From an optimization exercise on the open Yosys and OpenROAD flow, aimed at small area, a short achievable clock period and few clock cycles per item; shortcuts taken in it are not production practice.
Only simulation tests tie the RTL to the original design; equivalence was not proved.
No activity file was given, so power comes from the tool's default toggle rates.

<file path="design/flow/run.sh">
#!/bin/bash
# synth_recipe.tcl (not shown) runs the flow's synth.tcl, then flattens the netlist and writes it again
# the make line also repeats each setting of config.mk as NAME=value (left out here)
make -C /OpenROAD-flow-scripts/flow DESIGN_CONFIG=/design/flow/config.mk WORK_HOME=/design/flow/orfs CLKGATE_MAP_FILE= SYNTH_SCRIPT=/design/flow/synth_recipe.tcl finish
</file>
<file path="design/flow/config.mk">
export PLATFORM = sky130hd
export DESIGN_NAME = kth_largest_stream_tracker_unit
export DESIGN_NICKNAME = kth_largest_stream_tracker_unit
export VERILOG_FILES = /design/flow/design.v
export SDC_FILE = /design/flow/constraint.sdc
export NUM_CORES = 4
export LEC_CHECK = 0
export CAP_MARGIN = 20
export CORE_MARGIN = 2
export CORE_UTILIZATION = 40
export PLACE_DENSITY = 0.6
export SLEW_MARGIN = 20
</file>
<file path="design/flow/constraint.sdc">
create_clock -name core_clock -period 9.0 [get_ports {clk}]
set_input_delay 1.8000 -clock core_clock [delete_from_list [all_inputs] [get_ports {clk}]]
set_output_delay 1.8000 -clock core_clock [all_outputs]
set_load 0.01 [all_outputs]
</file>
<file path="design/flow/design.v">
package kst_pkg;
  localparam int MAX_KEEP_DEF = 64;
  localparam int       ADDR_W         = 3;
  localparam int       KEEP_W         = 7;
  localparam bit [0:0] REG_KEEP_COUNT = 1'b0;
  localparam logic [KEEP_W-1:0] KEEP_RESET = 7'd8;
endpackage
module kst_ram #(
  parameter int WIDTH = 32,
  parameter int DEPTH = 64
) (
  input  logic                    clk,
  input  logic                    rst,
  input  logic                    fire,     
  input  logic                    app,      
  input  logic signed [WIDTH-1:0] s,
  output logic signed [WIDTH-1:0] min_val   
);
  logic signed [WIDTH-1:0] e [DEPTH];
  logic [DEPTH-1:0]        valid;
  logic [DEPTH:0]          c;           
  always_comb begin
    c[DEPTH] = 1'b0;
    for (int i = 0; i < DEPTH; i++) c[i] = valid[i] && (s > e[i]);
  end
  assign min_val = e[0];
  always_ff @(posedge clk) begin
    if (rst) begin
      valid <= '0;
    end else if (fire && app) begin
      valid <= {valid[DEPTH-2:0], 1'b1};
    end
  end
  for (genvar i = 0; i < DEPTH; i++) begin : g_slot
    logic cm, take_s, take_dn, take_up;
    always_comb begin
      cm      = (i == 0) ? 1'b1 : c[(i == 0) ? 0 : i-1];
      take_s  = app ? (!c[i] && cm) : (c[i] && !c[i+1]);
      take_dn = app && !c[i] && !cm;
      take_up = !app && c[i+1];
    end
    always_ff @(posedge clk) begin
      if (fire) begin
        if (take_s) e[i] <= s;
        else if (take_dn) e[i] <= e[(i == 0) ? 0 : i-1];
        else if (take_up) e[i] <= e[(i == DEPTH-1) ? i : i+1];
      end
    end
  end
endmodule
module kst_ctrl (
  input  logic clk,
  input  logic rst,
  input  logic in_valid,
  output logic in_ready,
  input  logic out_ready,
  output logic load_s,     
  output logic fire,       
  output logic o_load_p,   
  output logic o_load_q,   
  output logic q_load_p,   
  output logic out_valid
);
  logic v_a, p_v, q_v, o_v;
  logic o_free, p_moved;
  assign fire     = v_a && !(p_v && q_v);
  assign in_ready = !v_a || !(p_v && q_v);
  assign load_s   = in_ready;
  assign o_free   = !o_v || out_ready;
  assign o_load_q = o_free && q_v;
  assign o_load_p = o_free && !q_v && p_v;
  assign q_load_p = p_v && (o_free ? q_v : !q_v);
  assign p_moved  = p_v && (o_free || !q_v);
  assign out_valid = o_v;
  always_ff @(posedge clk) begin
    if (rst) begin
      v_a <= 1'b0;
      p_v <= 1'b0;
      q_v <= 1'b0;
      o_v <= 1'b0;
    end else begin
      if (in_ready) v_a <= in_valid;
      p_v <= fire || (p_v && !p_moved);
      if (o_free) begin
        o_v <= q_v || p_v;
        q_v <= q_v && p_v;
      end else if (p_v && !q_v) begin
        q_v <= 1'b1;
      end
    end
  end
endmodule
module kst_dpath #(
  parameter int MAX_KEEP = kst_pkg::MAX_KEEP_DEF
) (
  input  logic                       clk,
  input  logic                       rst,
  input  logic [kst_pkg::KEEP_W-1:0] keep_count,
  input  logic signed [31:0]         score,
  input  logic                       load_s,
  input  logic                       fire,
  input  logic                       o_load_p,
  input  logic                       o_load_q,
  input  logic                       q_load_p,
  output logic signed [31:0]         kth_value,
  output logic                       filled
);
  localparam int CW = $clog2(MAX_KEEP + 1);
  localparam int KW = (CW > kst_pkg::KEEP_W) ? CW : kst_pkg::KEEP_W;
  logic signed [31:0] s;
  logic [CW-1:0]      cnt;
  logic               app;
  logic signed [31:0] min_val;
  logic               filled_p;
  logic signed [31:0] q_val;
  logic               q_filled;
  logic [KW-1:0] k_ext, k_lim, cnt_k;
  always_comb begin
    k_ext = KW'(keep_count);
    cnt_k = KW'(cnt);
    if (k_ext == '0) k_lim = KW'(1);
    else if (k_ext > KW'(MAX_KEEP)) k_lim = KW'(MAX_KEEP);
    else k_lim = k_ext;
    app = cnt_k < k_lim;
  end
  always_ff @(posedge clk) begin
    if (load_s) s <= score;
  end
  kst_ram #(
    .WIDTH (32),
    .DEPTH (MAX_KEEP)
  ) u_arr (
    .clk     (clk),
    .rst     (rst),
    .fire    (fire),
    .app     (app),
    .s       (s),
    .min_val (min_val)
  );
  always_ff @(posedge clk) begin
    if (rst) begin
      cnt <= '0;
    end else if (fire && app) begin
      cnt <= cnt + CW'(1);
    end
  end
  always_ff @(posedge clk) begin
    if (fire) filled_p <= !(app && (cnt_k + KW'(1) < k_lim));
  end
  always_ff @(posedge clk) begin
    if (q_load_p) begin
      q_val    <= min_val;
      q_filled <= filled_p;
    end
    if (o_load_q) begin
      kth_value <= q_val;
      filled    <= q_filled;
    end else if (o_load_p) begin
      kth_value <= min_val;
      filled    <= filled_p;
    end
  end
endmodule
module kth_largest_stream_tracker_unit #(
  parameter int MAX_KEEP = kst_pkg::MAX_KEEP_DEF
) (
  input  logic                       clk,
  input  logic                       rst,
  input  logic                       psel,
  input  logic                       penable,
  input  logic                       pwrite,
  input  logic [kst_pkg::ADDR_W-1:0] paddr,
  input  logic [31:0]                pwdata,
  output logic [31:0]                prdata,
  output logic                       pready,
  input  logic                       score_valid,
  output logic                       score_ready,
  input  logic signed [31:0]         score,
  output logic                       result_valid,
  input  logic                       result_ready,
  output logic signed [31:0]         kth_value,
  output logic                       filled
);
  logic [kst_pkg::KEEP_W-1:0] keep_count;
  logic                       cfg_wr;
  logic                       load_s, fire, o_load_p, o_load_q, q_load_p;
  assign pready = 1'b1;
  assign cfg_wr = psel && penable && pwrite && pready &&
                  (paddr[2] == kst_pkg::REG_KEEP_COUNT);
  always_ff @(posedge clk) begin
    if (rst) begin
      keep_count <= kst_pkg::KEEP_RESET;
    end else if (cfg_wr) begin
      keep_count <= pwdata[kst_pkg::KEEP_W-1:0];
    end
  end
  always_comb begin
    prdata = '0;
    if (paddr[2] == kst_pkg::REG_KEEP_COUNT) begin
      prdata = 32'(keep_count);
    end
  end
  kst_ctrl u_ctrl (
    .clk       (clk),
    .rst       (rst),
    .in_valid  (score_valid),
    .in_ready  (score_ready),
    .out_ready (result_ready),
    .load_s    (load_s),
    .fire      (fire),
    .o_load_p  (o_load_p),
    .o_load_q  (o_load_q),
    .q_load_p  (q_load_p),
    .out_valid (result_valid)
  );
  kst_dpath #(
    .MAX_KEEP (MAX_KEEP)
  ) u_dpath (
    .clk        (clk),
    .rst        (rst),
    .keep_count (keep_count),
    .score      (score),
    .load_s     (load_s),
    .fire       (fire),
    .o_load_p   (o_load_p),
    .o_load_q   (o_load_q),
    .q_load_p   (q_load_p),
    .kth_value  (kth_value),
    .filled     (filled)
  );
endmodule
</file>
==> notes.md <==
Synth warnings 5; largest net degree at the start of global routing a little over 90; P_int 20.6 mW; Setup Buffers After CTS 0; Peak Freq 170 MHz; Synth top area share between 30 and 40%; antenna violations before repair 13; RSZ-0062 raised after global routing no; synthesized area roughly 0.17 sq mm; clock network power share between 30% and 40%; sequential power share 43.5%; r2r endpoint u_dpath.u_arr.e[50][31]$_DFFE_PP_; FF-to-FF setup slack 3.12 ns; number of global-route vias before repair around 120k; clock transition at the registers of the reported paths 0.06 ns; MaxCap Viol Count 0; initial core utilization 40.1%; clock skew 0.0458 ns; required time worst endpoint around 9.6 ns; Final Power 28.8 mW; Hold Path Cell Cnt 0; CTS root buf clkbuf_16; Hold Path End u_dpath.q_val[1]$_DFFE_PP_; core area 0.416 sq mm; final worst slack 3.12 ns; crit path kind reg2reg; leak pwr about 80 nW; vias per inst about 5.7; most frequent cells in the layout edfxtp_1 (2147), ha_1 (2063), inv_1 (2058); number of synthesized flops with an enable pin roughly 2100; outcome no timing/DRC/antenna violations; worst-skew pair later-pin latency 0.92 ns; arrival time at the worst endpoint between 6 and 7 ns; hold buffers post-CTS 0; Final setup viols 0; first-pass GRT wire length roughly 750000 microns; Slew Limit Fails 0; 1st-iter DRT viols 9589; largest buffer count on any clock path 4; hold path start u_dpath.u_arr.e[0][1]$_DFFE_PP_; Die H approximately 650 microns; syn_area_per_cell ~11 sq um; Reg-to-Reg Start u_dpath.s[22]$_DFFE_PP_; Ports between 100 and 150; CP Launch Type flop; crit-path max cell delay 1.00 ns; Cell Pwr Density roughly 160 mW/mm^2; total iterations of the first detailed-routing run 6; GPL Wtd Cong around 0.89; Filler cells between 30000 and 40000; slowest cell on the critical path edfxtp_1; most common cell after layout, fill and taps aside edfxtp_1; detailed placement HPWL about 370000 microns; final worst-path cycle share roughly 65%; CTS resizes 0; worst-path cell chain buf_12 > ha_1 > nand3_1 > a21oi_1 > a2111oi_0 > o21ai_0 > o31ai_4 > buf_4 > nand3_1 > buf_4 > o22ai_1 > a21oi_1; worst-margin pin slew approximately 1.2 ns; Place WS about 3.2 ns; wire per inst 23.2 microns; Net Sw Frac 28.5%; Post-Route WL ~490000 microns; number of I/O port buffers 88; combinational power share between 10% and 20%; CTS Buf Count 275; Yosys reg bits between 2000 and 2500; CP Capture Type flop; crit path from u_dpath.s[22]$_DFFE_PP_; DR vias ~120k; gr usage total roughly 22%; crit-path max FO 60; Async SR Flop Fraction 0%; number of remaining DRC errors 0; layout cells sized above 1 around 15%; Multi-input gate area 0.0909 sq mm; unique cell type count in the Yosys netlist approximately 110; antenna-violating nets left 0; # rows 237; Synth Flop Type edfxtp_1; Syn Inst Count between 15000 and 20000; CTS tree yes; area delta synth->final 10.7%; Hold Vio Cnt, Final 0; die area ~0.42 sq mm; Hold WC Path Type reg2reg; cell accounting for the most synthesized area edfxtp_1; setup TNS 0 ns; Congestion Overflow GR 0; H-Tree Depth 5; R2R depth 12; CTS Sinks 2229; switching power of the nets between 8 and 9 mW; VDD IR-drop max between 0.0001 and 0.00015 V; register area approximately 0.066 sq mm; nets 17619; Slew headroom between 10% and 20%; die boundary width approximately 650 microns; sequential cell area fraction in the yosys report between 30 and 40%; minimum clock period after layout slightly below 6 ns; Synth area leaders edfxtp_1 (39%), ha_1 (15%), mux2i_1 (9.0%)
cells in the mapped netlist (all sizes together), types with 19 or more instances:
| cell | count |
|---|---|
| edfxtp | 2147 |
| ha | 2064 |
| inv | 2059 |
| mux2i | 1503 |
| mux2 | 1407 |
| a21oi | 1035 |
| nand2 | 750 |
| clkbuf | 480 |
| o21ai | 454 |
| nand4 | 418 |
| nor2 | 410 |
| buf | 352 |
| nand3 | 244 |
| o22ai | 227 |
| nor3 | 193 |
| a21o | 162 |
| o221a | 160 |
| a2bb2oi | 129 |
| o211ai | 118 |
| a211oi | 100 |
| nand2b | 91 |
| a31oi | 89 |
| dfxtp | 82 |
| nor2b | 82 |
| a22oi | 79 |
| a221oi | 72 |
| nor4 | 67 |
| or3 | 67 |
| o31ai | 58 |
| or4 | 47 |
| and4 | 42 |
| o21a | 37 |
| a22o | 34 |
| o2bb2ai | 33 |
| a21boi | 31 |
| nor3b | 22 |
| a221o | 20 |
| o31a | 19 |
per-stage QoR:
step / cell area [sq um] / std cells / hold slack, ns / util (%)
finish: 185000 / 21199 / 0.431 / 44.4
CTS: 184000 / 21179 / 0.433 / 44.3
global placement: 175000 / 20679 / 0.428 / 42.2
detailed placement: 176000 / 20686 / 0.432 / 42.2
global route: 185000 / 21195 / 0.446 / 44.4
floorplan: 167000 / 15624 / 0.422 / -
how the worst max path moves through the flow:
stage,slack (ns),endpoint
6_report,3.12,u_dpath.u_arr.e[50][31]$_DFFE_PP_
5_1_grt,2.90,u_dpath.u_arr.e[50][16]$_DFFE_PP_
4_1_cts,3.17,u_dpath.u_arr.e[50][31]$_DFFE_PP_
2_1_floorplan,1.90,u_dpath.u_arr.e[10][0]$_DFFE_PP_
3_5_place_dp,3.21,u_dpath.u_arr.e[50][28]$_DFFE_PP_
3_3_place_gp,3.26,u_dpath.u_arr.e[13][7]$_DFFE_PP_
power by group through the flow:
stage	sequential (mW)	clock [mW]	combinational, mW
after global routing	12.5	11.8	5.63
after detailed placement	12.7	0	5.00
after CTS	12.5	11.4	5.02
after floorplan	12.6	0	3.49
final	12.5	11.2	5.05
after global placement	12.7	0	4.84
state kept, by name, indices dropped and copies added, names as in the netlist, 7 cells and up:
register             flops
u_dpath.u_arr.valid     64
u_dpath.s               32
u_dpath.q_val           32
keep_count               7
u_dpath.kth_value       32
u_dpath.cnt              7
u_dpath.u_arr.e       2048
worst max-delay path, delay by kind of cell, from the launching register on:
family | cells | cell delay (ns)
AND/OR/NAND/NOR | 2 | 0.72
adder cells (fa/ha/maj) | 1 | 0.33
buffers and inverters | 3 | 1.21
flip-flops | 1 | 1.00
AO/OA/AOI/OAI | 6 | 2.07
cells by family after synthesis:
family	Yosys count	share of synthesized area, %
multiplexers	2910	18.5
flip-flops	2229	39.6
buffers and inverters	2892	6.93
AO/OA/AOI/OAI	2975	11.8
other	2	0.00450
adder cells (fa/ha/maj)	2064	15.5
AND/OR/NAND/NOR	2519	7.70
XOR/XNOR	9	0.0472
cell type report:
cell class	count	area share, %
Multi-Input combinational cell	10503	49.2
Sequential cell	2229	35.8
Inverter	2060	4.19
Clock buffer	355	4.02
Tap cell	5497	3.72
Timing Repair Buffer	412	2.38
Clock inverter	138	0.706
Antenna cell	5	0.00677
per-layer routing:
metal  wire length (microns)  global-route usage, %  vias up
met5                       0                      0        -
met4                   17000                   7.47        0
met3                   21500                   2.05      858
met2                  238000                   38.6     3067
met1                  215000                   29.6    59945
li1                        -                      -    57991
Testbench counts, summed over its fixed seeds: cycles 3,224, items 3,200.

==> what the ideal ports hide <==
How much do the figures lean on ideal ports? The routed layout below was timed once more, with nothing changed but the port constraints.
Step 1 sets driving cells, clkbuf_16 on the clock port and buf_2 on the other inputs (assumed; they add their load-dependent delay and slew).
Step 2 also shifts input and output timing later by t, the mid clock arrival at the registers, as if the neighbouring blocks saw the same clock.
a / b / c = ideal ports / drivers / drivers and shift; a / b = the first two.
shift t [ns]: 1.022
setup WS [ns]: 3.125 / 3.125 / 3.125
hold WS [ns]: 0.431 / 0.431 / 0.431
pins driven straight from the clock port: 1
After both steps setup and hold are still met in this run. The setup slack of this run moves by 0.000 ns with the drivers and by 0.000 ns with both steps.
